This design comes from an exercise in tuning for small area and few clock cycles on the open sky130 flow, not from production work. At most, simulation tests tie the RTL to the original design; equivalence was not proved. For runs 6 and 7, only the layout was checked, not whether the RTL still works.

$ cat design/flow/config.mk
export PLATFORM = sky130hd
export DESIGN_NAME = rgb_to_hsv_converter_unit
export DESIGN_NICKNAME = rgb_to_hsv_converter_unit
export VERILOG_FILES = /design/flow/design.v
export SDC_FILE = /design/flow/constraint.sdc
export NUM_CORES = 4
export LEC_CHECK = 0
export ABC_AREA = 1
export CAP_MARGIN = 20
export CORE_MARGIN = 2
export CORE_UTILIZATION = 40
export CTS_CLUSTER_DIAMETER = 80
export CTS_CLUSTER_SIZE = 20
export SETUP_SLACK_MARGIN = -0.2
export SLEW_MARGIN = 20
$ cat design/flow/constraint.sdc
create_clock -name core_clock -period 5.0 [get_ports {aclk}]
set_input_delay 1.0000 -clock core_clock [delete_from_list [all_inputs] [get_ports {aclk}]]
set_output_delay 1.0000 -clock core_clock [all_outputs]
set_load 0.01 [all_outputs]
$ cat design/flow/design.v
package hsv_pkg;
    localparam int CHAN_W = 8;
    localparam int STEP_W = 68;    
    typedef struct packed {
        logic        v;     
        logic [7:0]  hi;    
        logic [7:0]  dm;    
        logic [7:0]  rs;    
        logic [7:0]  rh;    
        logic        hp;    
        logic [1:0]  r3;    
        logic [15:0] qs;    
        logic [15:0] qh;    
    } step_t;
endpackage
module hsv_prep (
    input  logic                in_valid,
    input  logic [7:0]          red,
    input  logic [7:0]          green,
    input  logic [7:0]          blue,
    output logic [hsv_pkg::STEP_W-1:0] out_bits
);
    hsv_pkg::step_t out;
    assign out_bits = out;
    logic       ge_rg, ge_gb, ge_br, eq_rg, eq_gb, eq_br, ge_rb;
    logic       sec_r, sec_g;
    logic       down;           
    logic [7:0] hi, mid, lo, xa, xb;
    logic [2:0] k;
    always_comb begin
        ge_rg = (red >= green);
        ge_gb = (green >= blue);
        ge_br = (blue >= red);
        eq_rg = (red == green);
        eq_gb = (green == blue);
        eq_br = (blue == red);
        ge_rb = !ge_br || eq_br;
        sec_r = ge_rg && ge_rb;
        sec_g = !sec_r && ge_gb;
        if (sec_r) begin
            hi = red;
            if (ge_gb) begin mid = green; lo = blue;  down = 1'b0; k = 3'd0; end
            else       begin mid = blue;  lo = green; down = 1'b1; k = 3'd5; end
        end else if (sec_g) begin
            hi = green;
            if (ge_br) begin
                mid = blue; lo = red;
                down = eq_gb;
                k    = eq_gb ? 3'd3 : 3'd2;
            end else begin
                mid = red; lo = blue; down = 1'b1; k = 3'd1;
            end
        end else begin
            hi = blue;
            if (ge_rg) begin mid = red;   lo = green; down = 1'b0; k = 3'd4; end
            else       begin mid = green; lo = red;   down = 1'b1; k = 3'd3; end
        end
        xa = down ? hi  : mid;
        xb = down ? mid : lo;
        out.v  = in_valid;
        out.hi = hi;
        out.dm = hi + ~lo;
        out.rs = out.dm;
        out.qs = '0;
        out.rh = xa - xb;
        out.hp = 1'b0;
        out.r3 = (k >= 3'd3) ? 2'(k - 3'd3) : k[1:0];
        out.qh = {15'd0, (k >= 3'd3)};
    end
endmodule
module hsv_div #(
    parameter int STEP = 0
) (
    input  logic [hsv_pkg::STEP_W-1:0] in_bits,
    output logic [hsv_pkg::STEP_W-1:0] out_bits
);
    hsv_pkg::step_t in, out;
    assign in       = in_bits;
    assign out_bits = out;
    logic       sbit;
    logic [8:0] st, ht;
    logic [9:0] sdf, hdf;
    logic       sfit, hfit;
    logic [2:0] t3;
    logic       hb;
    always_comb begin
        sbit = (STEP < 8) ? 1'b1 : !in.dm[15 - STEP];
        out  = in;
        st   = {in.rs, sbit};
        sdf  = {1'b0, st} - {2'b0, in.hi};
        sfit = !sdf[9];
        out.rs = sfit ? sdf[7:0] : st[7:0];
        out.qs = {in.qs[14:0], sfit};
        if (STEP < 15) begin
            ht   = {in.rh, 1'b0};
            hdf  = {1'b0, ht} + {2'b11, ~in.dm};
            hfit = !hdf[9];
            out.rh = hfit ? hdf[7:0] : ht[7:0];
            out.hp = hfit;
        end
        if (STEP > 0) begin
            t3   = {in.r3, in.hp};
            hb   = (t3 >= 3'd3);
            out.r3 = hb ? 2'(t3 - 3'd3) : t3[1:0];
            out.qh = {in.qh[14:0], hb};
        end
    end
endmodule
module rgb_to_hsv_converter_unit #(
    parameter logic [16:0] REG_AT = 17'b00100100010001001
) (
    input  logic        aclk,
    input  logic        aresetn,
    input  logic        s_tvalid,
    output logic        s_tready,
    input  logic [23:0] s_tdata,    
    output logic        m_tvalid,
    input  logic        m_tready,
    output logic [39:0] m_tdata     
);
    logic [16:0][hsv_pkg::STEP_W-1:0] pos;   
    logic [16:0][hsv_pkg::STEP_W-1:0] src;   
    hsv_pkg::step_t        last;
    logic           en;
    hsv_prep u_prep (
        .in_valid (s_tvalid),
        .red      (s_tdata[7:0]),
        .green    (s_tdata[15:8]),
        .blue     (s_tdata[23:16]),
        .out_bits (pos[0])
    );
    for (genvar p = 0; p <= 16; p++) begin : g_pos
        if (p > 0) begin : g_step
            hsv_div #(.STEP(p - 1)) u_step (.in_bits(src[p-1]), .out_bits(pos[p]));
        end
        if (REG_AT[p]) begin : g_reg
            hsv_pkg::step_t nxt;
            logic           v_reg;
            logic [hsv_pkg::STEP_W-2:0] data_reg;
            assign nxt = pos[p];
            always_ff @(posedge aclk) begin
                if (!aresetn) begin
                    v_reg <= 1'b0;
                end else if (en) begin
                    v_reg <= nxt.v;
                end
            end
            always_ff @(posedge aclk) begin
                if (en) begin
                    data_reg <= nxt[hsv_pkg::STEP_W-2:0];
                end
            end
            assign src[p] = {v_reg, data_reg};
        end else begin : g_wire
            assign src[p] = pos[p];
        end
    end
    logic grey;
    assign last     = src[16];
    assign grey     = (last.dm == 8'hFF);
    assign m_tvalid = last.v;
    assign en       = m_tready || !m_tvalid;
    assign s_tready = en;
    assign m_tdata  = {last.hi,
                       grey ? 16'd0 : last.qs,
                       last.qh};
endmodule
$ cat design/flow/flow/run.sh
#!/bin/bash
set -euo pipefail
export SYNTH_OPERATIONS_ARGS="-nofsm"
export BUFFER_PORTS_ARGS="-buffer_cell sky130_fd_sc_hd__buf_2"
bash standard.sh ADDER_MAP_FILE= ABC_DRIVER_CELL=sky130_fd_sc_hd__buf_4 finish > standard.log 2>&1
$ cat design/flow/standard.sh
#!/bin/bash
# synth_recipe.tcl (not shown) runs the flow's synth.tcl, then flattens the netlist and writes it again
# the make line also repeats each setting of config.mk as NAME=value (left out here)
make -C /OpenROAD-flow-scripts/flow DESIGN_CONFIG=/design/flow/config.mk WORK_HOME=/design/flow/orfs CLKGATE_MAP_FILE= SYNTH_SCRIPT=/design/flow/synth_recipe.tcl "${@:-finish}"
==> flow_summary_export.csv, run 1 <==
group,metric,value,unit
final_layout,multi_input_area,0.0121,mm2
timing,fin_skew,12.0,ps
timing,fin_crit_sh,94.2,%
worst_setup_path,crit_required,5290,ps
placement,placed_area,0.0230,mm2
yosys,syn_area,0.0213,mm2
worst_setup_path,crit_type,"flip-flop to flip-flop",
drt,ant_nets,0,
timing,setup_viol,0,
floorplanning,rows,84,
worst_setup_path,crit_top_cell,"nand2_1",
drt,vias_per_cell,4.85,
floorplanning,dieWidth,235,um
final_layout,largest_reg_flops,237,
floorplanning,die_h,235,um
yosys,synth_edf_count,237,
timing,worst_pin_slew,903,ps
status,status,"complete, no violations",
floorplanning,core_region_area,0.0527,mm2
timing,drv_slew,0,
timing,final.min_clock_period,4710,ps
cts,cts_tree,"yes",
hold_path,min_path_type,"flip-flop to flip-flop",
final_layout,stdcell_area,0.0239,mm2
yosys,netlist-cell-type-count,64,
timing,max_freq,212,MHz
worst_setup_path,critPathMaxStageDelay,680,ps
floorplanning,start_util,40.5,%
drt,drt-wirelength-per-cell,11.9,um
final_layout,diodes,0,
cts,cts_buffers,20,
final_layout,fill_cells,5476,
yosys,yosysSeqAreaShare,33.8,%
job,max_cap_violations,0,
final_layout,drive_gt1_share,14.7,%
final_layout,area_growth,11.9,%
grt,grt_max_degree,136,
timing,fin_hold_ws,409,ps
yosys,ys_ff_latch,242,
timing,maxSlewHeadroom,39.8,%
final_layout,final_net_count,3418,
cts,cts_buffer_depth,3,
worst_setup_path,arrival,5000,ps
cts,postCtsHoldBufs,0,
worst_setup_path,cp-start-kind,"flip-flop",
placement,io_buffers,69,
worst_setup_path,r2r_slack,290,ps
yosys,ys.flop_type,"edfxtp_1",
yosys,synthArstFlopShare,0,%
placement,place.gp.congestion,0.862,
drt,totalWireLength,48500,um
yosys,syn_nets,3257,
drt,first_pass_iters,5,
drt,drc_errors,0,
drt,num_vias,19828,
timing,hold_viol_final,0,
cts,numClockSinks,242,
grt,overflow,0,
yosys,syn_inst,3229,
floorplanning,io_pins,70,
yosys,synth_warnings,18,
grt,gr-usage-all-layers,17.6,%
worst_setup_path,cp_max_fo,14,
grt,grt_pass1_vias,18126,
cts,cts.reportedPaths.clkPinSlew,80,ps
cts,cts-root-buf,"clkbuf_16",
placement,hpwl,38900,um
yosys,syn_avg_cell_area,6.61,um2
grt,grt_pass1_wl,83600,um
cts,clk_latency,540,ps
worst_setup_path,critPathSlowestCell,"o21ai_0",
floorplanning,dieArea,0.0552,mm2
worst_setup_path,endpoint_kind,"flip-flop",
cts,cts.htree.levels,1,
drt,initialDrtViolationCount,1050,
grt,antenna_found_initial,0,
final_layout,final-seq-area,0.00722,mm2
-- through the flow --
step                utilization [%]  setup TNS, ps  setup WS, ps  cells
floorplan                         -         -40990          -173   3229
global placement               43.6              0           100   4042
detailed placement             43.6              0          14.1   4042
CTS                            44.9          -11.1         -11.1   4078
global route                   45.3          -6170          -199   4092
finish                         45.3              0           292   4092
-- cell families after synthesis --
family | share of synthesized area (%)
simple gates | 42.1
buf+inv | 10.1
compound gates | 9.29
flops | 33.8
xor+xnor | 4.58
mux | 0.0469
fa+ha+maj | 0.0469
-- repair_timing --
item,CTS,global route
buffers inserted,0,13
gates resized for setup,0,24
endpoints found under the setup margin,0,47
-- final timing paths --
kind | startpoint | endpoint | depth (start not counted)
worst min register to register | g_pos[11].g_reg.data_reg[10] | g_pos[14].g_reg.data_reg[13] | 0
worst max register to register | g_pos[7].g_reg.data_reg[64] | g_pos[11].g_reg.data_reg[47] | 28
worst min-delay path | g_pos[11].g_reg.data_reg[10] | g_pos[14].g_reg.data_reg[13] | 0
worst max-delay path | g_pos[7].g_reg.data_reg[64] | g_pos[11].g_reg.data_reg[47] | 28
-- layout make-up --
type	instances	area share, %
Inverter	430	6.79
Clock inverter	12	0.482
Tap cell	688	3.61
Multi-Input combinational cell	2488	50.7
Sequential cell	242	30.2
Clock buffer	24	2.34
Timing Repair Buffer	208	5.87
-- synthesized netlist by cell type, types with 8 or more instances --
cell	n	area share, %
nand2_1	1171	21
inv_1	377	6.6
nand3_1	368	8.6
nor2_1	251	4.4
edfxtp_1	237	33
o21ai_0	134	3.1
xor2_1	79	3.2
a21oi_1	75	1.8
nand2_2	64	1.9
inv_2	50	0.88
o21ai_1	41	0.96
or2_2	34	1.0
nand3_2	31	1.5
buf_4	30	1.1
xnor2_1	29	1.2
nand3b_1	25	0.88
nand4_1	19	0.56
nand2_4	16	0.84
buf_6	14	0.74
nor2_2	14	0.41
a31oi_1	13	0.38
clkbuf_1	13	0.23
nor2_4	12	0.63
o21ai_2	11	0.45
o22ai_1	11	0.32
a21boi_0	10	0.35
o21a_1	9	0.32
buf_2	8	0.19
-- layout by cell type, fill, tap and decap left out, types with 42 or more instances in the layout --
| cell type | n |
|---|---|
| a21oi_1 | 73 |
| buf_2 | 69 |
| buf_4 | 138 |
| edfxtp_1 | 237 |
| inv_1 | 376 |
| inv_2 | 50 |
| nand2_1 | 1167 |
| nand2_2 | 62 |
| nand3_1 | 368 |
| nor2_1 | 249 |
| o21ai_0 | 132 |
| o21ai_1 | 42 |
| xor2_1 | 79 |
-- layer usage --
| layer | routed length, um | part of all wire, % | global-route usage, % |
|---|---|---|---|
| met1 | 22200 | 46 | 21.9 |
| met4 | 887 | 1.8 | 4.07 |
| met3 | 1380 | 2.8 | 1.69 |
| met5 | 0 | 0 | 0 |
| met2 | 24100 | 50 | 32.5 |
-- worst max-delay path: cells and delay by family, from the launching register on --
kind / cells / cell delay, ps
compound gates: 5 / 1330
buf+inv: 5 / 530
flops: 1 / 510
simple gates: 18 / 2060
Testbench counts, summed over its fixed seeds: cycles 32,808.
==> run 2: changes to the inputs <==
==> design/flow/flow/run.sh (replaced) <==
#!/bin/bash
set -euo pipefail
export SYNTH_OPERATIONS_ARGS="-nofsm"
export BUFFER_PORTS_ARGS="-buffer_cell sky130_fd_sc_hd__buf_2"
export RECOVER_POWER=100
bash standard.sh ADDER_MAP_FILE= ABC_DRIVER_CELL=sky130_fd_sc_hd__buf_4 finish > standard.log 2>&1
--- a/design/flow/config.mk
+++ b/design/flow/config.mk
@@ -9,7 +9,7 @@
 export CAP_MARGIN = 20
 export CORE_MARGIN = 2
 export CORE_UTILIZATION = 40
-export CTS_CLUSTER_DIAMETER = 80
-export CTS_CLUSTER_SIZE = 20
+export CTS_CLUSTER_DIAMETER = 100
+export CTS_CLUSTER_SIZE = 28
 export SETUP_SLACK_MARGIN = -0.2
 export SLEW_MARGIN = 20
==> run 2 against run 1 <==
Still clean on timing, DRC and antenna. Global-route usage about the same. Critical path depth is 7 lower. Largest cell class unchanged.
==> flow_summary_export.csv, run 2 <==
group,metric,value,unit
floorplanning,rows,84,
worst_setup_path,cp-start-kind,"flip-flop",
timing,fin_crit_sh,92.0,%
timing,final.min_clock_period,4600,ps
cts,cts-root-buf,"clkbuf_16",
yosys,yosysSeqAreaShare,33.8,%
placement,hpwl,38900,um
cts,numClockSinks,242,
hold_path,hold_start,"g_pos[11].g_reg.data_reg[7]",
drt,first_pass_iters,4,
drt,drc_errors,0,
worst_setup_path,r2r-end,"g_pos[7].g_reg.data_reg[49]",
floorplanning,dieWidth,235,um
yosys,netlist_top_cells_area,"edfxtp_1 33%, nand2_1 21%, nand3_1 8.6%",
placement,dp_slack,14.1,ps
drt,vias_per_cell,4.85,
cts,clk_latency,540,ps
worst_setup_path,crit_required,4000,ps
worst_setup_path,arrival,3600,ps
grt,grt_pass1_wl,83600,um
worst_setup_path,r2r.worst_path.cells,35,
grt,overflow,0,
drt,drt-wirelength-per-cell,11.9,um
placement,dp_cells,4042,
final_layout,final_net_count,3416,
yosys,syn_inst,3229,
cts,cts_buffer_depth,3,
grt,antenna_found_initial,0,
worst_setup_path,cp_max_fo,4,
timing,max_freq,217,MHz
grt,gr-usage-all-layers,17.6,%
status,status,"complete, no violations",
job,max_cap_violations,0,
timing,fin_skew,25.5,ps
yosys,synth.top_cell.area_share,33.3,%
yosys,ys.flop_type,"edfxtp_1",
hold_path,hold_path_depth,0,
final_layout,utilization,45.0,%
floorplanning,die_h,235,um
timing,drv_slew,0,
final_layout,stdcell_area,0.0237,mm2
cts,cts.htree.levels,1,
timing,setup_viol,0,
final_layout,largest_reg_flops,237,
grt,grt_pass1_vias,18105,
yosys,netlist-cell-type-count,64,
placement,placed_area,0.0230,mm2
cts,cts.reportedPaths.clkPinSlew,100,ps
worst_setup_path,r2r-start,"g_pos[3].g_reg.data_reg[61]",
timing,fin_hold_ws,418,ps
floorplanning,dieArea,0.0552,mm2
yosys,synth_top_area_cell,"edfxtp_1",
final_layout,area_growth,11.0,%
grt,grt_max_degree,136,
yosys,syn_nets,3257,
timing,worst_pin_slew,889,ps
yosys,synthArstFlopShare,0,%
drt,num_vias,19800,
hold_path,min_path_type,"flip-flop to flip-flop",
yosys,yosys-top-cells-count,"1171 x nand2_1, 377 x inv_1, 368 x nand3_1",
cts,postCtsHoldBufs,0,
yosys,synth_warnings,18,
timing,final.setup.worst_slack,400,ps
timing,hold_viol_final,0,
cts,cts_buffers,15,
yosys,synth_edf_count,237,
drt,totalWireLength,48600,um
yosys,ys_ff_latch,242,
final_layout,layout_commonest_cell,"nand2_1",
hold_path,min_to,"g_pos[14].g_reg.data_reg[10]",
worst_setup_path,crit_type,"flip-flop to output pin",
yosys,syn_area,0.0213,mm2
worst_setup_path,endpoint_kind,"output pin",
final_layout,diodes,0,
worst_setup_path,r2r_slack,400,ps
final_layout,fin_cells,4085,
timing,maxSlewHeadroom,40.7,%
yosys,syn_avg_cell_area,6.61,um2
floorplanning,core_region_area,0.0527,mm2
placement,place.gp.congestion,0.862,
placement,io_buffers,69,
drt,ant_nets,0,
yosys,synth.most_common_cell,"nand2_1",
floorplanning,start_util,40.5,%
drt,initialDrtViolationCount,1036,
final_layout,layout_common_cells,"1167 x nand2_1, 376 x inv_1, 368 x nand3_1",
final_layout,drive_gt1_share,14.0,%
timing,setup_tns,0,ps
cts,cts_tree,"yes",
floorplanning,io_pins,70,
run 2: cell count changes in the layout (fill, tap and decap cells not counted), moves of 2 or more:
cell       change
clkinv_4       -2
buf_4         -16
clkbuf_1      +18
inv_8          +3
inv_6          -2
clkbuf_16      -7
clkinv_8       +4
run 2: worst max-delay path, cell delays in order, from the launching register on:
cell and delay, ps:
edfxtp_1 450, xnor2_1 210, nand2_1 80, o21ai_0 100, nand2_1 90, o21ai_0 100
nand2_1 100, o21ai_0 180, nand3_1 120, nand3b_1 190, nand2_1 90, xor2_1 140
maj3_1 330, nand2_1 60, o211ai_1 80, a22oi_1 140, nor2_1 60, a221oi_1 210
o211ai_1 120, nand2_1 70, inv_1 30, buf_2 120
run 2: layout make-up:
cell class	count	area (um2)
fill	5525	29000
multi-input combinational	2487	12100
sequential	242	7220
inverter	430	1620
timing repair buffer	212	1360
tap	688	861
clock buffer	15	375
clock inverter	11	131
run 2: metal layers:
metal	vias up	global-route usage, %	wire (um)
li1	10763	-	-
met1	8775	22.0	22400
met2	218	32.6	24100
met3	44	1.40	1220
met4	0	4.03	887
met5	-	0	0
run 2: cell families (layout without fill, tap and decap cells):
group	count (synthesis)	after routing	share of synthesized area [%]
AND/OR/NAND/NOR	2030	2030	42.1
buffers and inverters	500	668	10.1
AO/OA/AOI/OAI	345	345	9.29
flip-flops	242	242	33.8
XOR/XNOR	110	110	4.58
adder cells (fa/ha/maj)	1	1	0.0469
multiplexers	1	1	0.0469
run 2: repair_timing:
action	in CTS	in global routing
setup endpoints to repair	0	47
setup buffers	0	17
gates resized for setup	0	30
endpoints found under the hold margin	0	0
run 2: worst max-delay path by stage:
stage,startpoint,end,slack (ps),cells after the start
2_1_floorplan,m_tready,g_pos[0].g_reg.data_reg[0],-170,2
3_3_place_gp,g_pos[0].g_reg.data_reg[52],g_pos[3].g_reg.data_reg[41],100,29
3_5_place_dp,g_pos[0].g_reg.data_reg[52],g_pos[3].g_reg.data_reg[41],10,29
4_1_cts,g_pos[0].g_reg.data_reg[52],g_pos[3].g_reg.data_reg[41],-0.6,29
5_1_grt,g_pos[7].g_reg.data_reg[61],g_pos[11].g_reg.data_reg[50],-200,40
6_report,g_pos[14].g_reg.data_reg[60],m_tdata[16],400,21
==> run 3: changes to the inputs <==
==> design/flow/flow/run.sh (replaced) <==
#!/bin/bash
set -euo pipefail
export SYNTH_OPERATIONS_ARGS="-nofsm"
export BUFFER_PORTS_ARGS="-buffer_cell sky130_fd_sc_hd__buf_2"
export RECOVER_POWER=100
export GPL_KEEP_OVERFLOW=0
bash standard.sh ADDER_MAP_FILE= ABC_DRIVER_CELL=sky130_fd_sc_hd__buf_4 finish > standard.log 2>&1
--- a/design/flow/config.mk
+++ b/design/flow/config.mk
@@ -11,5 +11,5 @@
 export CORE_UTILIZATION = 40
 export CTS_CLUSTER_DIAMETER = 100
 export CTS_CLUSTER_SIZE = 28
-export SETUP_SLACK_MARGIN = -0.2
+export SETUP_SLACK_MARGIN = -0.3
 export SLEW_MARGIN = 20
==> run 3 against run 2 <==
The layout now fails its checks (capacitance limit, slew limit). Die area stayed put. Largest cell class unchanged. Hold slack worse by 7.6 ps. Sequential share of layout area up 0.89 points. Synthesized cell count unchanged. Wire length is 0.82% lower. Critical path type is now flip-flop to flip-flop. Clock skew up 13 ps. Register-to-register slack got worse by 260 ps. Worst setup slack worse by 260 ps. Flip-flop and latch count did not move.
==> flow_summary_export.csv, run 3 <==
group,metric,value,unit
cts,cts_tree,"yes",
hold_path,min_path_type,"flip-flop to flip-flop",
cts,postCtsHoldBufs,0,
yosys,syn_avg_cell_area,6.61,um2
drt,drc_errors,0,
floorplanning,die_h,235,um
timing,maxSlewHeadroom,-21.5,%
cts,clk_latency,540,ps
final_layout,drive_gt1_share,11.5,%
grt,grt_max_degree,36,
placement,place.gp.congestion,0.845,
timing,hold_viol_final,0,
floorplanning,dieWidth,235,um
grt,grt_pass1_vias,17739,
yosys,ys_ff_latch,242,
timing,fin_crit_sh,97.2,%
floorplanning,start_util,40.5,%
worst_setup_path,critPathMaxStageDelay,510,ps
timing,final.min_clock_period,4860,ps
floorplanning,io_pins,70,
worst_setup_path,critPathSlowestCell,"edfxtp_1",
cts,numClockSinks,242,
timing,setup_viol,0,
status,status,"failed layout checks",
grt,gr-usage-all-layers,17.2,%
final_layout,largest_reg_flops,237,
timing,fin_skew,38.8,ps
placement,hpwl,38200,um
drt,ant_nets,0,
yosys,synthXorXnorAreaFrac,4.58,%
floorplanning,rows,84,
final_layout,utilization,43.7,%
drt,totalWireLength,48200,um
yosys,yosys-top-cells-count,"1171 x nand2_1, 377 x inv_1, 368 x nand3_1",
worst_setup_path,endpoint_kind,"flip-flop",
yosys,synth_simple_gate_area_share,42.1,%
timing,final.setup.worst_slack,142,ps
worst_setup_path,cp_max_fo,15,
cts,cts_buffers,15,
yosys,syn_inst,3229,
worst_setup_path,crit_required,5270,ps
placement,io_buffers,69,
floorplanning,dieArea,0.0552,mm2
final_layout,layout_common_cells,"1157 x nand2_1, 374 x inv_1, 365 x nand3_1",
grt,antenna_found_initial,0,
worst_setup_path,crit_type,"flip-flop to flip-flop",
yosys,syn_area,0.0213,mm2
yosys,synth.most_common_cell,"nand2_1",
worst_setup_path,cp-start-kind,"flip-flop",
status,violatedChecks,"capacitance limit, slew limit",
cts,cts.htree.levels,1,
floorplanning,core_region_area,0.0527,mm2
drt,first_pass_iters,5,
cts,cts.reportedPaths.clkPinSlew,100,ps
drt,vias_per_cell,4.88,
yosys,yosysSeqAreaShare,33.8,%
yosys,synthArstFlopShare,0,%
final_layout,diodes,0,
timing,drv_slew,104,
final_layout,final_net_count,3321,
yosys,synth_top_family_by_area,"simple AND/OR/NAND/NOR gates",
drt,num_vias,19469,
yosys,syn_nets,3257,
yosys,synth_top_area_cell,"edfxtp_1",
drt,initialDrtViolationCount,946,
cts,cts_buffer_depth,3,
yosys,synth.top_cell.area_share,33.3,%
placement,dp_slack,-1390,ps
grt,overflow,0,
yosys,netlist_top_cells_area,"edfxtp_1 33%, nand2_1 21%, nand3_1 8.6%",
timing,max_freq,206,MHz
yosys,synth_warnings,18,
yosys,synth-compound-area-share,9.29,%
timing,setup_tns,0,ps
grt,grt_pass1_wl,82400,um
yosys,synth_fa_ha_area_share,0.0469,%
final_layout,layout_commonest_cell,"nand2_1",
final_layout,area_growth,7.81,%
worst_setup_path,crit_top_cell,"nand2_1",
yosys,muxShareOfSynthArea,0.0469,%
yosys,synth_edf_count,237,
timing,worst_pin_slew,1820,ps
worst_setup_path,arrival,5130,ps
cts,cts-root-buf,"clkbuf_16",
job,max_cap_violations,3,
yosys,ys.flop_type,"edfxtp_1",
yosys,netlist-cell-type-count,64,
drt,drt-wirelength-per-cell,12.1,um
[run 3: cell count changes in the layout (fill, tap and decap cells not counted), moves of 5 or more]
| cell | before | now |
|---|---|---|
| buf_4 | 122 | 25 |
| buf_2 | 69 | 46 |
| clkbuf_1 | 20 | 41 |
| nand2_1 | 1167 | 1157 |
| nand2_2 | 62 | 67 |
| nand2_4 | 17 | 22 |
[run 3: critical path, delay by kind of cell, from the launching register on]
family / cells / cell delay [ps]
DFF: 1 / 510
buffers and inverters: 6 / 650
and+or+nand+nor: 33 / 3400
[run 3: cell families after synthesis]
group,count (synthesis)
compound gates,345
xor+xnor,110
fa+ha+maj,1
buf+inv,500
flops,242
mux,1
simple gates,2030
[run 3: layout make-up]
| class | count | area [um2] |
|---|---|---|
| Sequential cell | 242 | 7220 |
| Clock inverter | 7 | 78.8 |
| Tap cell | 688 | 861 |
| Inverter | 430 | 1620 |
| Clock buffer | 17 | 383 |
| Multi-Input combinational cell | 2488 | 12200 |
| Timing Repair inverter | 1 | 5.00 |
| Timing Repair Buffer | 115 | 632 |
| Fill cell | 5634 | 29600 |
[run 3: worst paths after layout]
path              slack (ps)                            to  cells past startpoint                         from
setup / recovery         140  g_pos[11].g_reg.data_reg[41]                     39  g_pos[7].g_reg.data_reg[57]
hold / removal           410   g_pos[14].g_reg.data_reg[5]                      0  g_pos[11].g_reg.data_reg[2]
setup reg to reg         140  g_pos[11].g_reg.data_reg[41]                     39  g_pos[7].g_reg.data_reg[57]
hold reg to reg          410   g_pos[14].g_reg.data_reg[5]                      0  g_pos[11].g_reg.data_reg[2]
[run 3: stage by stage]
step           std cells  hold slack, ps  instance area [um2]
2_1_floorplan       3229             400                21300
3_3_place_gp        3916             400                22000
3_5_place_dp        3924             405                22200
4_1_cts             3952             412                22700
5_1_grt             3988             416                23000
6_report            3988             411                23000
[run 3: timing repair]
action                     in CTS  in global routing
gates resized for setup         5                 56
setup endpoints to repair      24                 85
cloned                          0                  2
pin swaps                       0                  2
buffers inserted                4                 34
hold endpoints to repair        0                  0
[run 3: per-layer routing]
metal  GRT usage (%)  vias to the layer above  wire length, um
li1                -                    10572                -
met1            21.8                     8650            22200
met2            32.1                      212            24000
met3            1.32                       35             1320
met4            3.24                        0              673
met5               0                        -                0
==> run 4: changes to the inputs <==
==> design/flow/flow/run.sh (replaced) <==
#!/bin/bash
set -euo pipefail
export SYNTH_OPERATIONS_ARGS="-nofsm"
export BUFFER_PORTS_ARGS="-buffer_cell sky130_fd_sc_hd__buf_2"
export RECOVER_POWER=100
bash standard.sh ADDER_MAP_FILE= ABC_DRIVER_CELL=sky130_fd_sc_hd__buf_4 finish > standard.log 2>&1
--- a/design/flow/config.mk
+++ b/design/flow/config.mk
@@ -11,5 +11,5 @@
 export CORE_UTILIZATION = 40
 export CTS_CLUSTER_DIAMETER = 100
 export CTS_CLUSTER_SIZE = 28
-export SETUP_SLACK_MARGIN = -0.3
+export SETUP_SLACK_MARGIN = -0.35
 export SLEW_MARGIN = 20
==> run 4 against run 3 <==
The run now finishes clean. First-iteration DRC count rose by 5.5%. Sequential share of layout area is 0.65 points lower. Critical path depth increased by 1. Register-to-register slack better by 80 ps. Fmax rose by 1.7%. Critical path type unchanged. Critical endpoint is now g_pos[11].g_reg.data_reg[42]. Largest cell class unchanged.
==> flow_summary_export.csv, run 4 <==
group,metric,value,unit
placement,dp_cells,4051,
grt,gr-usage-all-layers,17.5,%
yosys,netlist_top_cells_area,"edfxtp_1 33%, nand2_1 21%, nand3_1 8.6%",
floorplanning,start_util,40.5,%
final_layout,fill_cells,5502,
yosys,synth-compound-area-share,9.29,%
yosys,ys_ff_latch,242,
drt,num_vias,19628,
worst_setup_path,crit_required,5280,ps
yosys,syn_avg_cell_area,6.61,um2
timing,hold_viol_final,0,
yosys,netlist-cell-type-count,64,
timing,fin_crit_sh,95.5,%
timing,final.min_clock_period,4780,ps
drt,initialDrtViolationCount,998,
drt,drt-wirelength-per-cell,11.9,um
floorplanning,io_pins,70,
timing,setup_tns,0,ps
drt,drc_errors,0,
timing,max_freq,209,MHz
timing,maxSlewHeadroom,52.0,%
cts,cts.htree.levels,1,
placement,place.gp.congestion,0.869,
drt,first_pass_iters,5,
placement,dp_slack,-83.7,ps
timing,setup_viol,0,
cts,postCtsHoldBufs,0,
cts,numClockSinks,242,
worst_setup_path,endpoint_kind,"flip-flop",
worst_setup_path,cp-start-kind,"flip-flop",
yosys,syn_nets,3257,
job,max_cap_violations,0,
worst_setup_path,cp_max_fo,15,
drt,vias_per_cell,4.81,
worst_setup_path,critPathBufInv,7,
placement,hpwl,39000,um
hold_path,min_path_type,"flip-flop to flip-flop",
cts,cts-root-buf,"clkbuf_16",
drt,totalWireLength,48700,um
final_layout,diodes,0,
yosys,ys.flop_type,"edfxtp_1",
placement,placed_area,0.0231,mm2
yosys,yosysSeqAreaShare,33.8,%
grt,grt_max_degree,133,
floorplanning,rows,84,
floorplanning,dieArea,0.0552,mm2
yosys,syn_area,0.0213,mm2
final_layout,layout_common_cells,"1168 x nand2_1, 376 x inv_1, 368 x nand3_1",
floorplanning,dieWidth,235,um
final_layout,stdcell_area,0.0235,mm2
grt,grt_pass1_vias,17903,
floorplanning,die_h,235,um
final_layout,layout_commonest_cell,"nand2_1",
yosys,muxShareOfSynthArea,0.0469,%
worst_setup_path,critPathMaxStageDelay,520,ps
cts,cts.reportedPaths.clkPinSlew,110,ps
yosys,synth.most_common_cell,"nand2_1",
grt,grt_pass1_wl,82800,um
final_layout,largest_reg_flops,237,
yosys,synth_top_family_by_area,"simple AND/OR/NAND/NOR gates",
cts,cts_tree,"yes",
cts,cts_buffers,15,
timing,final.setup.worst_slack,223,ps
drt,ant_nets,0,
yosys,synth_simple_gate_area_share,42.1,%
timing,fin_hold_ws,418,ps
yosys,synthXorXnorAreaFrac,4.58,%
worst_setup_path,critPathTopFamily,"simple AND/OR/NAND/NOR gates",
yosys,yosys-top-cells-count,"1171 x nand2_1, 377 x inv_1, 368 x nand3_1",
final_layout,fin_cells,4079,
final_layout,area_growth,10.1,%
yosys,synth.top_cell.area_share,33.3,%
placement,io_buffers,69,
worst_setup_path,crit_top_cell,"nand2_1",
yosys,synth_fa_ha_area_share,0.0469,%
timing,drv_slew,0,
final_layout,drive_gt1_share,13.4,%
yosys,synth_warnings,18,
worst_setup_path,crit_type,"flip-flop to flip-flop",
final_layout,final_net_count,3412,
yosys,synthArstFlopShare,0,%
yosys,synth_top_area_cell,"edfxtp_1",
worst_setup_path,critPathSlowestCell,"edfxtp_1",
grt,antenna_found_initial,0,
timing,fin_skew,23.8,ps
worst_setup_path,arrival,5060,ps
yosys,synth_edf_count,237,
cts,clk_latency,530,ps
cts,cts_buffer_depth,3,
yosys,syn_inst,3229,
timing,worst_pin_slew,720,ps
status,status,"complete, no violations",
grt,overflow,0,
floorplanning,core_region_area,0.0527,mm2
run 4: area by class of cell:
cell class | count | area, um2 | area share (%)
well taps | 688 | 861 | 3.66
repair buffers | 208 | 1310 | 5.55
multi-input cells | 2487 | 12000 | 51.1
inverters | 430 | 1620 | 6.90
clock buffers | 16 | 379 | 1.61
clock inverters | 8 | 111 | 0.474
flip-flops and latches | 242 | 7220 | 30.7
run 4: path summary, 6_finish.rpt:
path / slack [ps] / startpoint / cells past startpoint / endpoint
setup / recovery: 220 / g_pos[7].g_reg.data_reg[55] / 40 / g_pos[11].g_reg.data_reg[42]
hold / removal: 420 / g_pos[11].g_reg.data_reg[19] / 0 / g_pos[14].g_reg.data_reg[22]
setup reg to reg: 220 / g_pos[7].g_reg.data_reg[55] / 40 / g_pos[11].g_reg.data_reg[42]
hold reg to reg: 420 / g_pos[11].g_reg.data_reg[19] / 0 / g_pos[14].g_reg.data_reg[22]
run 4: repair_timing:
item                       CTS  global route
gates resized for setup      0             7
setup buffers                0             4
setup endpoints to repair    0            25
run 4: through the flow:
step	utilization (%)
CTS	44.7
global route	44.6
global placement	43.8
detailed placement	43.8
finish	44.6
floorplan	-
run 4: worst reg2reg max path: cells and delay by family, from the launching register on:
kind          cells  cell delay (ps)
flops             1              520
simple gates     33             3260
buf+inv           7              760
run 4: logic make-up (layout without fill, tap and decap cells):
kind of cell    count (synthesis)  count (layout)
buf+inv                       500             662
fa+ha+maj                       1               1
xor+xnor                      110             110
mux                             1               1
simple gates                 2030            2030
compound gates                345             345
flops                         242             242
run 4: layer usage:
layer / global-route usage, % / share of wire [%] / wire (um)
met1: 21.7 / 46 / 22300
met2: 32.6 / 50 / 24300
met3: 1.28 / 2.6 / 1290
met4: 4.03 / 1.7 / 823
met5: 0 / 0 / 0
==> run 5: changes to the inputs <==
--- a/design/flow/design.v
+++ b/design/flow/design.v
@@ -107,7 +107,7 @@
     end
 endmodule
 module rgb_to_hsv_converter_unit #(
-    parameter logic [16:0] REG_AT = 17'b00100100010001001
+    parameter logic [16:0] REG_AT = 17'b00100010001000101
 ) (
     input  logic        aclk,
     input  logic        aresetn,
--- a/design/flow/config.mk
+++ b/design/flow/config.mk
@@ -11,5 +11,5 @@
 export CORE_UTILIZATION = 40
 export CTS_CLUSTER_DIAMETER = 100
 export CTS_CLUSTER_SIZE = 28
-export SETUP_SLACK_MARGIN = -0.35
+export SETUP_SLACK_MARGIN = -0.2
 export SLEW_MARGIN = 20
==> run 5 against run 4 <==
Critical path depth decreased by 3. Via count increased by 2.8%. Count of clock-buffer cells in the layout unchanged. Worst setup slack improved by 120 ps. Synthesized cell count increased by 3.5%. Clock skew decreased by 8.5 ps. Cell count increased by 2.8%. Largest cell class unchanged.
==> flow_summary_export.csv, run 5 <==
group,metric,value,unit
floorplanning,dieWidth,239,um
worst_setup_path,crit_type,"flip-flop to flip-flop",
final_layout,area_growth,9.69,%
drt,vias_per_cell,4.81,
grt,gr-usage-all-layers,18.2,%
grt,grt_max_degree,64,
yosys,ys_ff_latch,236,
placement,dp_cells,4153,
cts,cts.htree.levels,1,
final_layout,fin_cells,4195,
timing,fin_skew,15.3,ps
worst_setup_path,arrival,4930,ps
yosys,synth.most_common_cell,"nand2_1",
yosys,synthXorXnorAreaFrac,3.78,%
worst_setup_path,r2r-end,"g_pos[10].g_reg.data_reg[39]",
yosys,synth_edf_count,231,
floorplanning,dieArea,0.0573,mm2
yosys,netlist_top_cells_area,"edfxtp_1 31%, nand2_1 21%, nand3_1 8.6%",
drt,first_pass_iters,6,
cts,cts_tree,"yes",
yosys,synth_top_family_by_area,"simple AND/OR/NAND/NOR gates",
final_layout,multi_input_area,0.0129,mm2
yosys,synthArstFlopShare,0,%
floorplanning,io_pins,70,
placement,hpwl,41900,um
final_layout,diodes,0,
final_layout,final-seq-area,0.00704,mm2
job,max_cap_violations,0,
cts,clk_latency,530,ps
worst_setup_path,r2r.worst_path.cells,37,
floorplanning,die_h,239,um
worst_setup_path,cp_max_fo,10,
yosys,muxShareOfSynthArea,0.0960,%
worst_setup_path,critPathTopFamily,"simple AND/OR/NAND/NOR gates",
yosys,syn_avg_cell_area,6.63,um2
yosys,yosys-top-cells-count,"1215 x nand2_1, 384 x inv_1, 381 x nand3_1",
drt,totalWireLength,51300,um
drt,drc_errors,0,
yosys,yosysSeqAreaShare,31.8,%
worst_setup_path,critPathMaxStageDelay,490,ps
cts,postCtsHoldBufs,0,
grt,antenna_found_initial,0,
grt,grt_pass1_wl,87800,um
floorplanning,start_util,40.4,%
cts,cts.reportedPaths.clkPinSlew,110,ps
timing,fin_hold_ws,426,ps
timing,drv_slew,0,
timing,maxSlewHeadroom,38.9,%
final_layout,largest_reg_flops,231,
drt,num_vias,20185,
worst_setup_path,cp-start-kind,"flip-flop",
grt,overflow,0,
final_layout,fill_cells,5796,
cts,cts_buffer_depth,3,
status,status,"complete, no violations",
floorplanning,rows,86,
yosys,synth.top_cell.area_share,31.3,%
yosys,synth-compound-area-share,8.06,%
cts,cts-root-buf,"clkbuf_16",
yosys,syn_area,0.0221,mm2
worst_setup_path,crit_required,5280,ps
cts,cts_buffers,15,
timing,max_freq,215,MHz
yosys,netlist-cell-type-count,66,
yosys,syn_nets,3370,
floorplanning,core_region_area,0.0549,mm2
worst_setup_path,crit_top_cell,"nand2_1",
yosys,syn_inst,3342,
worst_setup_path,endpoint_kind,"flip-flop",
final_layout,drive_gt1_share,17.2,%
yosys,synth_warnings,18,
drt,drt-wirelength-per-cell,12.2,um
hold_path,min_path_type,"flip-flop to flip-flop",
timing,setup_viol,0,
drt,initialDrtViolationCount,957,
final_layout,layout_common_cells,"1215 x nand2_1, 383 x inv_1, 381 x nand3_1",
final_layout,final_net_count,3511,
final_layout,layout_commonest_cell,"nand2_1",
yosys,synth_top_area_cell,"edfxtp_1",
timing,worst_pin_slew,908,ps
timing,final.min_clock_period,4650,ps
placement,place.gp.congestion,0.867,
worst_setup_path,r2r-start,"g_pos[6].g_reg.data_reg[55]",
timing,hold_viol_final,0,
yosys,synth_simple_gate_area_share,45.8,%
grt,grt_pass1_vias,18978,
hold_path,min_to,"g_pos[14].g_reg.data_reg[21]",
yosys,ys.flop_type,"edfxtp_1",
hold_path,hold_start,"g_pos[10].g_reg.data_reg[17]",
placement,io_buffers,69,
worst_setup_path,critPathSlowestCell,"edfxtp_1",
cts,numClockSinks,236,
hold_path,hold_path_depth,0,
yosys,synth_fa_ha_area_share,0.0452,%
worst_setup_path,r2r_slack,350,ps
timing,fin_crit_sh,93.0,%
worst_setup_path,critPathBufInv,5,
drt,ant_nets,0,
## run 5: cell count changes after synthesis, moves of 14 or more
cell     previous run  this run
a21oi_1            75        55
inv_2              50        64
nand2_1          1171      1215
nand2_2            64       126
nand2_4            16        35
nand3_2            31        60
nor2_1            251       235
o21ai_1            41        20
xor2_1             79        60
## run 5: area by class of cell
cell class,instances,area share [%]
multi-input combinational,2578,53.1
sequential,236,29.0
inverter,460,7.24
timing repair buffer,192,4.98
tap,704,3.63
clock buffer,16,1.56
clock inverter,9,0.530
## run 5: timing repair
| action | 4_1_cts | 5_1_grt |
|---|---|---|
| hold endpoints to repair | 0 | 0 |
| setup endpoints to repair | 0 | 33 |
| buffers inserted | 0 | 16 |
| gates resized for setup | 0 | 16 |
## run 5: worst reg2reg max path: cells and delay by family, from the launching register on
kind                   cells  cell delay [ps]
AOI/OAI and AO/OA          1              170
buffers and inverters      5              670
DFF                        1              490
and+or+nand+nor           31             3080
## run 5: worst max-delay path by stage
stage,start,to,cells past startpoint
detailed placement,g_pos[6].g_reg.data_reg[66],g_pos[10].g_reg.data_reg[48],36
finish,g_pos[6].g_reg.data_reg[55],g_pos[10].g_reg.data_reg[39],37
global route,g_pos[6].g_reg.data_reg[62],g_pos[10].g_reg.data_reg[50],41
global placement,g_pos[6].g_reg.data_reg[66],g_pos[10].g_reg.data_reg[48],33
floorplan,m_tready,g_pos[0].g_reg.data_reg[0],2
CTS,g_pos[6].g_reg.data_reg[66],g_pos[10].g_reg.data_reg[48],36
## run 5: cells by family after synthesis
group	after synthesis
buffers and inverters	529
DFF	236
and+or+nand+nor	2188
AOI/OAI and AO/OA	292
xor gates and xnor gates	94
muxes	2
adders and majority gates	1
## run 5: layer usage
layer | up-vias | track usage [%] | routed length, um | share of wire [%]
met5 | - | 0 | 0 | 0
met3 | 46 | 1.52 | 1350 | 2.6
met2 | 209 | 34.6 | 26000 | 51
met1 | 8888 | 22.1 | 23100 | 45
met4 | 0 | 3.90 | 855 | 1.7
li1 | 11042 | - | - | -
## run 5: per-stage QoR
| step | area [um2] | setup slack (ps) | setup TNS, ps | util (%) |
|---|---|---|---|---|
| finish | 24300 | 348 | 0 | 44.3 |
| global route | 24300 | -213 | -7820 | 44.3 |
| CTS | 24100 | -108 | -563 | 44.0 |
| detailed placement | 23600 | -83.6 | -435 | 43.0 |
| global placement | 23600 | -90.8 | -477 | 43.0 |
| floorplan | 22200 | -179 | -41370 | - |
Testbench counts of run 5, summed over its fixed seeds: cycles 32,808.
==> run 6: changes to the inputs <==
--- a/design/flow/design.v
+++ b/design/flow/design.v
@@ -24,8 +24,7 @@
     assign out_bits = out;
     logic       ge_rg, ge_gb, ge_br, eq_rg, eq_gb, eq_br, ge_rb;
     logic       sec_r, sec_g;
-    logic       down;           
-    logic [7:0] hi, mid, lo, xa, xb;
+    logic [7:0] hi, lo, xa, xb;
     logic [2:0] k;
     always_comb begin
         ge_rg = (red >= green);
@@ -39,24 +38,24 @@
         sec_g = !sec_r && ge_gb;
         if (sec_r) begin
             hi = red;
-            if (ge_gb) begin mid = green; lo = blue;  down = 1'b0; k = 3'd0; end
-            else       begin mid = blue;  lo = green; down = 1'b1; k = 3'd5; end
+            xb = blue;
+            if (ge_gb) begin lo = blue;  xa = green; k = 3'd0; end
+            else       begin lo = green; xa = red;   k = 3'd5; end
         end else if (sec_g) begin
             hi = green;
-            if (ge_br) begin
-                mid = blue; lo = red;
-                down = eq_gb;
-                k    = eq_gb ? 3'd3 : 3'd2;
+            if (!ge_br) begin
+                lo = blue; xa = green; xb = red;  k = 3'd1;
+            end else if (eq_gb) begin
+                lo = red;  xa = green; xb = blue; k = 3'd3;
             end else begin
-                mid = red; lo = blue; down = 1'b1; k = 3'd1;
+                lo = red;  xa = blue;  xb = red;  k = 3'd2;
             end
         end else begin
             hi = blue;
-            if (ge_rg) begin mid = red;   lo = green; down = 1'b0; k = 3'd4; end
-            else       begin mid = green; lo = red;   down = 1'b1; k = 3'd3; end
+            xb = green;
+            if (ge_rg) begin lo = green; xa = red;  k = 3'd4; end
+            else       begin lo = red;   xa = blue; k = 3'd3; end
         end
-        xa = down ? hi  : mid;
-        xb = down ? mid : lo;
         out.v  = in_valid;
         out.hi = hi;
         out.dm = hi + ~lo;
@@ -107,7 +106,7 @@
     end
 endmodule
 module rgb_to_hsv_converter_unit #(
-    parameter logic [16:0] REG_AT = 17'b00100010001000101
+    parameter logic [16:0] REG_AT = 17'b00100100100100101
 ) (
     input  logic        aclk,
     input  logic        aresetn,
==> design/flow/run.sh (new file) <==
#!/bin/bash
# synth_recipe.tcl (not shown) runs the flow's synth.tcl, then flattens the netlist and writes it again
# the make line also repeats each setting of config.mk as NAME=value (left out here)
make -C /OpenROAD-flow-scripts/flow DESIGN_CONFIG=/design/flow/config.mk WORK_HOME=/design/flow/orfs CLKGATE_MAP_FILE= SYNTH_SCRIPT=/design/flow/synth_recipe.tcl finish
--- a/design/flow/config.mk
+++ b/design/flow/config.mk
@@ -9,7 +9,4 @@
 export CAP_MARGIN = 20
 export CORE_MARGIN = 2
 export CORE_UTILIZATION = 40
-export CTS_CLUSTER_DIAMETER = 100
-export CTS_CLUSTER_SIZE = 28
-export SETUP_SLACK_MARGIN = -0.2
 export SLEW_MARGIN = 20
removed: design/flow/flow/run.sh
removed: design/flow/standard.sh
==> run 6 against run 5 <==
Count of clock-buffer cells in the layout grew 23. Highest routed layer unchanged. Sequential share of layout area rose by 1.4 points. Clock skew increased by 19 ps. Hold slack got worse by 17 ps. Fmax down 1.6%. Non-clock buffer count up 61. Worst setup slack worse by 76 ps. First-iteration DRC count rose by 23%. Cell count fell by 6.5%. Critical endpoint is now g_pos[5].g_reg.data_reg[48]. Utilization up 3.7 points.
==> flow_summary_export.csv, run 6 <==
group,metric,value,unit
yosys,synth_warnings,18,
yosys,synth_top_area_cell,"edfxtp_1",
cts,numClockSinks,288,
floorplanning,start_util,40.5,%
final_layout,largest_reg_flops,282,
cts,cts_buffer_depth,3,
final_layout,drive_gt1_share,14.5,%
yosys,netlist-cell-type-count,53,
worst_setup_path,r2r-end,"g_pos[5].g_reg.data_reg[48]",
drt,first_pass_iters,6,
yosys,synth-compound-area-share,9.71,%
grt,grt_pass1_vias,19253,
grt,grt_pass1_wl,93100,um
drt,routed-wl-met2,28400,um
hold_path,hold_start,"g_pos[11].g_reg.data_reg[24]",
cts,cts_tree,"yes",
yosys,syn_avg_cell_area,8.27,um2
hold_path,hold_path_depth,0,
final_layout,layout_commonest_cell,"nand2_1",
yosys,ys.flop_type,"edfxtp_1",
worst_setup_path,endpoint_kind,"flip-flop",
job,max_cap_violations,0,
timing,final.min_clock_period,4730,ps
grt,antenna_found_initial,0,
floorplanning,core_region_area,0.0589,mm2
floorplanning,io_pins,70,
cts,cts.reportedPaths.clkPinSlew,60,ps
yosys,yosysSeqAreaShare,36.0,%
yosys,muxShareOfSynthArea,0.0473,%
worst_setup_path,crit_required,5300,ps
worst_setup_path,arrival,5030,ps
yosys,syn_inst,2881,
final_layout,area_growth,18.6,%
yosys,synthXorXnorAreaFrac,5.18,%
timing,setup_viol,0,
yosys,syn_nets,3216,
drt,drc_errors,0,
cts,clk_latency,570,ps
grt,overflow,0,
drt,totalWireLength,57100,um
cts,cts-root-buf,"clkbuf_16",
yosys,synth.top_cell.area_share,35.5,%
placement,placed_area,0.0263,mm2
placement,place.gp.congestion,0.922,
timing,hold_viol_final,0,
drt,initialDrtViolationCount,1177,
drt,wl_met3,1970,um
drt,drt-wirelength-per-cell,14.6,um
worst_setup_path,crit_type,"flip-flop to flip-flop",
timing,drv_slew,0,
floorplanning,dieArea,0.0615,mm2
hold_path,min_path_type,"flip-flop to flip-flop",
yosys,synth.most_common_cell,"nand2_1",
drt,num_vias,19734,
cts,cts.htree.levels,2,
drt,ant_nets,0,
final_layout,final_net_count,3456,
worst_setup_path,r2r-start,"g_pos[2].g_reg.data_reg[43]",
status,status,"complete, no violations",
drt,vias_per_cell,5.03,
yosys,synth_fa_ha_area_share,17.1,%
placement,io_buffers,69,
grt,grt_max_degree,174,
drt,drt-met1-wl,25300,um
final_layout,stdcell_area,0.0283,mm2
yosys,synth_top_family_by_area,"simple AND/OR/NAND/NOR gates",
worst_setup_path,crit_top_cell,"nand2_1",
worst_setup_path,r2r.worst_path.cells,31,
timing,worst_pin_slew,969,ps
final_layout,diodes,0,
timing,fin_skew,34.1,ps
grt,gr-usage-all-layers,18.5,%
yosys,ys_ff_latch,288,
yosys,synth_simple_gate_area_share,23.2,%
floorplanning,dieWidth,248,um
yosys,yosys-top-cells-count,"765 x nand2_1, 438 x inv_1, 282 x edfxtp_1",
placement,dp_slack,-3.51,ps
worst_setup_path,critPathMaxStageDelay,410,ps
hold_path,min_to,"g_pos[14].g_reg.data_reg[27]",
worst_setup_path,critPathSlowestCell,"fa_1",
timing,max_freq,211,MHz
worst_setup_path,cp-start-kind,"flip-flop",
cts,cts_buffers,35,
timing,maxSlewHeadroom,35.4,%
timing,final.setup.worst_slack,271,ps
drt,top_layer_used,"met4",
yosys,synth_edf_count,282,
yosys,syn_area,0.0238,mm2
yosys,netlist_top_cells_area,"edfxtp_1 36%, ha_1 14%, nand2_1 12%",
timing,fin_crit_sh,94.6,%
yosys,synthArstFlopShare,0,%
floorplanning,rows,89,
worst_setup_path,cp_max_fo,9,
worst_setup_path,r2r_slack,270,ps
final_layout,layout_common_cells,"760 x nand2_1, 423 x inv_1, 282 x edfxtp_1",
placement,hpwl,44900,um
floorplanning,die_h,248,um
[run 6: kinds of logic after synthesis]
logic type | count (synthesis)
AOI/OAI and AO/OA | 397
xor gates and xnor gates | 141
adders and majority gates | 307
buffers and inverters | 504
DFF | 288
muxes | 1
and+or+nand+nor | 1243
[run 6: worst max path at each step]
stage,cells after the start,start,end,slack (ps)
floorplan,2,m_tready,g_pos[0].g_reg.data_reg[0],-860
global placement,24,s_tdata[20],g_pos[0].g_reg.data_reg[42],-3
detailed placement,28,g_pos[8].g_reg.data_reg[55],g_pos[11].g_reg.data_reg[39],-4
CTS,29,g_pos[8].g_reg.data_reg[52],g_pos[11].g_reg.data_reg[39],9
global route,32,g_pos[11].g_reg.data_reg[61],g_pos[14].g_reg.data_reg[44],-50
finish,31,g_pos[2].g_reg.data_reg[43],g_pos[5].g_reg.data_reg[48],270
[run 6: layout make-up]
type                            count  area, um2
Sequential cell                   288       8590
Tap cell                          773        967
Inverter                          452       1710
Timing Repair Buffer              253       2110
Fill cell                        5464      30600
Clock buffer                       39        891
Multi-Input combinational cell   2091      13700
Clock inverter                     25        325
[run 6: worst max-delay path: cells and delay by family (launching register included)]
family,cells,cell delay [ps]
adder cells (fa/ha/maj),5,1410
flip-flops,1,390
AND/OR/NAND/NOR,15,1530
AO/OA/AOI/OAI,5,580
buffers and inverters,6,570
[run 6: through the flow]
| stage | instances | TNS (ps) | utilization [%] | hold slack (ps) |
|---|---|---|---|---|
| finish | 3921 | 0 | 48.0 | 408 |
| global route | 3921 | -663 | 48.0 | 424 |
| CTS | 3887 | 0 | 46.8 | 413 |
| detailed placement | 3823 | -8.13 | 44.7 | 405 |
| global placement | 3823 | -2.84 | 44.7 | 400 |
| floorplan | 2881 | -243810 | - | 400 |
[run 6: layer usage]
layer  GRT usage, %  up-vias
li1               -    10090
met1           22.9     9190
met2           33.4      352
met3           2.46      102
met4           5.58        0
met5              0        -
[run 6: what timing repair did]
| item | in CTS | in global routing |
|---|---|---|
| resized for setup | 7 | 112 |
| hold buffers | 0 | 0 |
| pin swaps | 0 | 27 |
| setup buffers | 0 | 32 |
| setup endpoints to repair | 11 | 73 |
| gates cloned | 0 | 2 |
| endpoints found under the hold margin | 0 | 0 |
==> run 7: changes to the inputs <==
==> design/flow/design.v (replaced) <==
package hsv_pkg;
    localparam int CHAN_W = 8;
    localparam int STEP_W = 67;    
    typedef struct packed {
        logic        v;     
        logic [7:0]  hi;    
        logic [7:0]  d;     
        logic [7:0]  rs;    
        logic [7:0]  rh;    
        logic [1:0]  r3;    
        logic [15:0] qs;    
        logic [15:0] qh;    
    } step_t;
endpackage
module hsv_prep (
    input  logic                in_valid,
    input  logic [7:0]          red,
    input  logic [7:0]          green,
    input  logic [7:0]          blue,
    output logic [hsv_pkg::STEP_W-1:0] out_bits
);
    hsv_pkg::step_t out;
    assign out_bits = out;
    logic [7:0] hi, lo, d, x;
    logic [8:0] delta;      
    logic [2:0] base, k;
    logic       tie;        
    always_comb begin
        if (red >= green && red >= blue) begin
            hi    = red;
            base  = 3'd0;
            delta = {1'b0, green} - {1'b0, blue};
            tie   = (green == red);
        end else if (green >= blue) begin
            hi    = green;
            base  = 3'd2;
            delta = {1'b0, blue} - {1'b0, red};
            tie   = (blue == green);
        end else begin
            hi    = blue;
            base  = 3'd4;
            delta = {1'b0, red} - {1'b0, green};
            tie   = 1'b0;
        end
        lo = (red <= green) ? red : green;
        if (blue < lo) lo = blue;
        d = hi - lo;
        if (delta[8]) begin
            k = (base == 3'd0) ? 3'd5 : base - 3'd1;
            x = d + delta[7:0];
        end else if (tie) begin
            k = base + 3'd1;
            x = 8'd0;
        end else begin
            k = base;
            x = delta[7:0];
        end
        out.v  = in_valid;
        out.hi = hi;
        out.d  = d;
        out.rs = d - 8'd1;
        out.qs = '0;
        out.rh = x;
        out.r3 = (k >= 3'd3) ? 2'(k - 3'd3) : k[1:0];
        out.qh = {15'd0, (k >= 3'd3)};
    end
endmodule
module hsv_div #(
    parameter int STEP = 0
) (
    input  logic [hsv_pkg::STEP_W-1:0] in_bits,
    output logic [hsv_pkg::STEP_W-1:0] out_bits
);
    hsv_pkg::step_t in, out;
    assign in       = in_bits;
    assign out_bits = out;
    logic [7:0] negd;
    logic       sbit;
    logic [8:0] st, ht;
    logic       sfit, hfit;
    logic [2:0] t3;
    logic       hb;
    always_comb begin
        negd = 8'd0 - in.d;
        sbit = (STEP < 8) ? 1'b1 : negd[15 - STEP];
        out  = in;
        st   = {in.rs, sbit};
        sfit = (st >= {1'b0, in.hi});
        out.rs = sfit ? 8'(st - {1'b0, in.hi}) : st[7:0];
        out.qs = {in.qs[14:0], sfit};
        if (STEP < 15) begin
            ht   = {in.rh, 1'b0};
            hfit = (ht >= {1'b0, in.d});
            out.rh = hfit ? 8'(ht - {1'b0, in.d}) : ht[7:0];
            t3   = {in.r3, hfit};
            hb   = (t3 >= 3'd3);
            out.r3 = hb ? 2'(t3 - 3'd3) : t3[1:0];
            out.qh = {in.qh[14:0], hb};
        end
    end
endmodule
module rgb_to_hsv_converter_unit #(
    parameter logic [16:0] REG_AT = 17'b0_0010_0100_1001_0001
) (
    input  logic        aclk,
    input  logic        aresetn,
    input  logic        s_tvalid,
    output logic        s_tready,
    input  logic [23:0] s_tdata,    
    output logic        m_tvalid,
    input  logic        m_tready,
    output logic [39:0] m_tdata     
);
    logic [16:0][hsv_pkg::STEP_W-1:0] pos;   
    logic [16:0][hsv_pkg::STEP_W-1:0] src;   
    hsv_pkg::step_t        last;
    logic           en;
    hsv_prep u_prep (
        .in_valid (s_tvalid),
        .red      (s_tdata[7:0]),
        .green    (s_tdata[15:8]),
        .blue     (s_tdata[23:16]),
        .out_bits (pos[0])
    );
    for (genvar p = 0; p <= 16; p++) begin : g_pos
        if (p > 0) begin : g_step
            hsv_div #(.STEP(p - 1)) u_step (.in_bits(src[p-1]), .out_bits(pos[p]));
        end
        if (REG_AT[p]) begin : g_reg
            hsv_pkg::step_t nxt;
            logic           v_reg;
            logic [hsv_pkg::STEP_W-2:0] data_reg;
            assign nxt = pos[p];
            always_ff @(posedge aclk) begin
                if (!aresetn) begin
                    v_reg <= 1'b0;
                end else if (en) begin
                    v_reg <= nxt.v;
                end
            end
            always_ff @(posedge aclk) begin
                if (en) begin
                    data_reg <= nxt[hsv_pkg::STEP_W-2:0];
                end
            end
            assign src[p] = {v_reg, data_reg};
        end else begin : g_wire
            assign src[p] = pos[p];
        end
    end
    logic grey;
    assign last     = src[16];
    assign grey     = (last.d == 8'd0);
    assign m_tvalid = last.v;
    assign en       = m_tready || !m_tvalid;
    assign s_tready = en;
    assign m_tdata  = {last.hi,
                       grey ? 16'd0 : last.qs,
                       grey ? 16'd0 : last.qh};
endmodule
--- a/design/flow/config.mk
+++ b/design/flow/config.mk
@@ -5,7 +5,6 @@
 export SDC_FILE = /design/flow/constraint.sdc
 export NUM_CORES = 4
 export LEC_CHECK = 0
-export ABC_AREA = 1
 export CAP_MARGIN = 20
 export CORE_MARGIN = 2
 export CORE_UTILIZATION = 40
==> run 7 against run 6 <==
The layout now fails its checks (setup timing). Flip-flop and latch count shrank 40. Clock skew shrank 19 ps. First-iteration DRC count shrank 16%. Die area shrank 4.8%. Critical endpoint is now g_pos[4].g_reg.data_reg[32].
==> flow_summary_export.csv, run 7 <==
group,metric,value,unit
hold_path,hold_start,"g_pos[0].g_reg.data_reg[0]",
cts,cts-root-buf,"clkbuf_16",
yosys,netlist_top_cells_area,"edfxtp_1 32%, ha_1 16%, mux2_2 4.3%",
timing,max_freq,129,MHz
grt,grt_busiest_layer,"met2",
grt,use_met3,1.71,%
grt,gr-usage-all-layers,23.2,%
worst_setup_path,arrival,8090,ps
status,status,"failed layout checks",
placement,place.gp.congestion,0.904,
hold_path,min_path_type,"flip-flop to flip-flop",
floorplanning,dieWidth,242,um
floorplanning,dieArea,0.0586,mm2
grt,met2_usage,43.9,%
yosys,syn_inst,2381,
yosys,syn_avg_cell_area,9.52,um2
floorplanning,die_h,242,um
floorplanning,start_util,40.3,%
yosys,syn_nets,2727,
final_layout,layout_common_cells,"1108 x buf_4, 243 x edfxtp_1, 226 x ha_1",
worst_setup_path,cp_max_fo,8,
yosys,yosysSeqAreaShare,32.6,%
timing,fin_skew,14.7,ps
drt,totalWireLength,70300,um
final_layout,stdcell_area,0.0371,mm2
cts,cts.reportedPaths.clkPinSlew,70,ps
grt,overflow,0,
final_layout,largest_reg_flops,243,
yosys,synth.top_cell.area_share,32.2,%
drt,num_vias,22286,
timing,final.min_clock_period,7740,ps
cts,cts_buffers,29,
worst_setup_path,endpoint_kind,"flip-flop",
worst_setup_path,crit_required,5340,ps
timing,setup_viol,95,
worst_setup_path,crit_type,"flip-flop to flip-flop",
cts,cts.htree.levels,1,
cts,cts_tree,"yes",
cts,clk_latency,590,ps
placement,placed_area,0.0319,mm2
yosys,netlist-cell-type-count,95,
yosys,ys_ff_latch,248,
placement,hpwl,52500,um
worst_setup_path,critPathMaxStageDelay,530,ps
drt,drc_errors,0,
cts,numClockSinks,248,
worst_setup_path,cp-start-kind,"flip-flop",
grt,antenna_found_initial,1,
yosys,yosys-top-cells-count,"293 x ha_1, 243 x edfxtp_1, 237 x inv_1",
yosys,synth.most_common_cell,"ha_1",
grt,grtUsageMet1,27.3,%
grt,grt_pass1_wl,113000,um
timing,fin_crit_sh,155,%
placement,io_buffers,69,
worst_setup_path,r2r_slack,-2740,ps
timing,setup_tns,-116060,ps
timing,hold_viol_final,0,
floorplanning,rows,87,
final_layout,area_growth,63.7,%
timing,final.setup.worst_slack,-2740,ps
cts,postCtsHoldBufs,0,
final_layout,layout_commonest_cell,"buf_4",
drt,ant_nets,0,
worst_setup_path,r2r-start,"g_pos[0].g_reg.data_reg[37]",
final_layout,final_net_count,3982,
drt,initialDrtViolationCount,985,
worst_setup_path,worstSetupStartpoint,"g_pos[0].g_reg.data_reg[37]",
drt,vias_per_cell,5.05,
cts,cts_buffer_depth,3,
timing,worst_pin_slew,988,ps
grt,grt_pass1_vias,23481,
yosys,synth_edf_count,243,
final_layout,drive_gt1_share,49.4,%
timing,rsz0062_at_grt,"yes",
floorplanning,core_region_area,0.0562,mm2
job,max_cap_violations,0,
yosys,ys.flop_type,"edfxtp_1",
worst_setup_path,critPathSlowestCell,"or4_4",
yosys,synthArstFlopShare,0,%
drt,first_pass_iters,5,
yosys,syn_area,0.0227,mm2
floorplanning,io_pins,70,
yosys,synth_top_area_cell,"edfxtp_1",
timing,drv_slew,0,
timing,maxSlewHeadroom,34.0,%
drt,drt-wirelength-per-cell,15.9,um
status,violatedChecks,"setup timing",
yosys,synth_warnings,18,
grt,grt_max_degree,139,
run 7: cell count changes in the layout (fill, tap and decap cells not counted), moves of 39 or more:
cell | previous run | this run
buf_4 | 181 | 1108
nand2_1 | 760 | 130
inv_1 | 423 | 192
nand3_1 | 187 | 26
buf_6 | 0 | 80
a21o_1 | 4 | 78
mux2_2 | 1 | 50
a21oi_1 | 145 | 103
ha_4 | 16 | 56
mux2_4 | 0 | 40
edfxtp_1 | 282 | 243
run 7: timing repair:
action	4_1_cts	5_1_grt
pin swaps	234	187
endpoints found under the setup margin	105	104
gates resized for setup	337	207
setup buffers	259	83
cloned	1	0
run 7: layout make-up:
class                   instances  area (um2)
fillers                      4323       19100
multi-input cells            1847       16800
repair buffers               1265       10000
flip-flops and latches        248        7400
inverters                     245         985
well taps                     756         946
clock buffers                  29         726
clock inverters                25         269
diodes                          1        2.50
run 7: path summary, 6_finish.rpt:
| kind | end | depth (start not counted) |
|---|---|---|
| min reg2reg | g_pos[4].g_reg.data_reg[4] | 0 |
| min | g_pos[4].g_reg.data_reg[4] | 0 |
| max reg2reg | g_pos[4].g_reg.data_reg[32] | 36 |
| max | g_pos[4].g_reg.data_reg[32] | 36 |
run 7: stage by stage:
stage	setup WS, ps	hold slack (ps)	instances	utilization [%]
after floorplan	-2890	400	2381	-
after global placement	-2650	400	4053	56.7
after detailed placement	-2860	405	4053	56.7
after CTS	-2580	419	4357	63.8
after global routing	-3140	425	4416	66.0
final	-2740	416	4416	66.0
run 7: worst max-delay path: cells and delay by family (launching register included):
kind	cells	cell delay [ps]
adders and majority gates	5	1220
DFF	1	430
AOI/OAI and AO/OA	19	3220
muxes	3	830
and+or+nand+nor	7	1540
buffers and inverters	2	250
run 7: logic make-up after synthesis:
kind of cell | after synthesis | share of synthesized area (%)
flops | 248 | 32.6
buf+inv | 286 | 5.00
simple gates | 604 | 13.1
compound gates | 638 | 18.6
fa+ha+maj | 318 | 18.4
xor+xnor | 160 | 6.18
mux | 127 | 6.11
run 7: layer usage:
metal  vias to the layer above  routed length [um]
met1                     10581               29500
met3                       148                1900
met4                         0                2540
met2                       395               36400
met5                         -                   0
li1                      11162                   -

==> afterwards: timing with drivers on the ports <==
How much do the figures lean on ideal ports? The routed layouts below were timed once more, with nothing changed but the port constraints. Step 1: set_driving_cell puts a clkbuf_16 on aclk and a buf_2 on each other input, an assumption about the parent block. Step 2 moves the port delays by t, midway between the first and last clock arrival at a register: inputs arrive t later, outputs are due t later. That takes back most of the time a late clock gives input paths. a / b / c = ideal / step 1 / step 2; a / b = the first two.
| run | t (ns) | setup slack, ns | worst setup path after step 2 | clock arrival spread, ns |
|---|---|---|---|---|
| run 1 | 0.589 | 0.292 / 0.292 / 0.292 | register to register | 0.014 / 0.013 |
| run 2 | 0.581 | 0.400 / 0.346 / 0.402 | register to register | 0.026 / 0.025 |
| run 3 | 0.569 | 0.142 / 0.142 / -0.287 | input to register | 0.039 / 0.040 |
| run 4 | 0.575 | 0.223 / 0.223 / 0.223 | register to register | 0.025 / 0.024 |
| run 5 | 0.577 | 0.348 / 0.342 / 0.348 | register to register | 0.017 / 0.018 |
| run 6 | 0.606 | 0.271 / 0.271 / 0.028 | input to register | 0.035 / 0.034 |
| run 7 | 0.641 | -2.744 / -2.744 / -2.744 | register to register | 0.017 / 0.017 |
For run 3, which loses most, drivers alone change the setup slack by 0.000 ns; drivers and shift together by -0.429 ns.
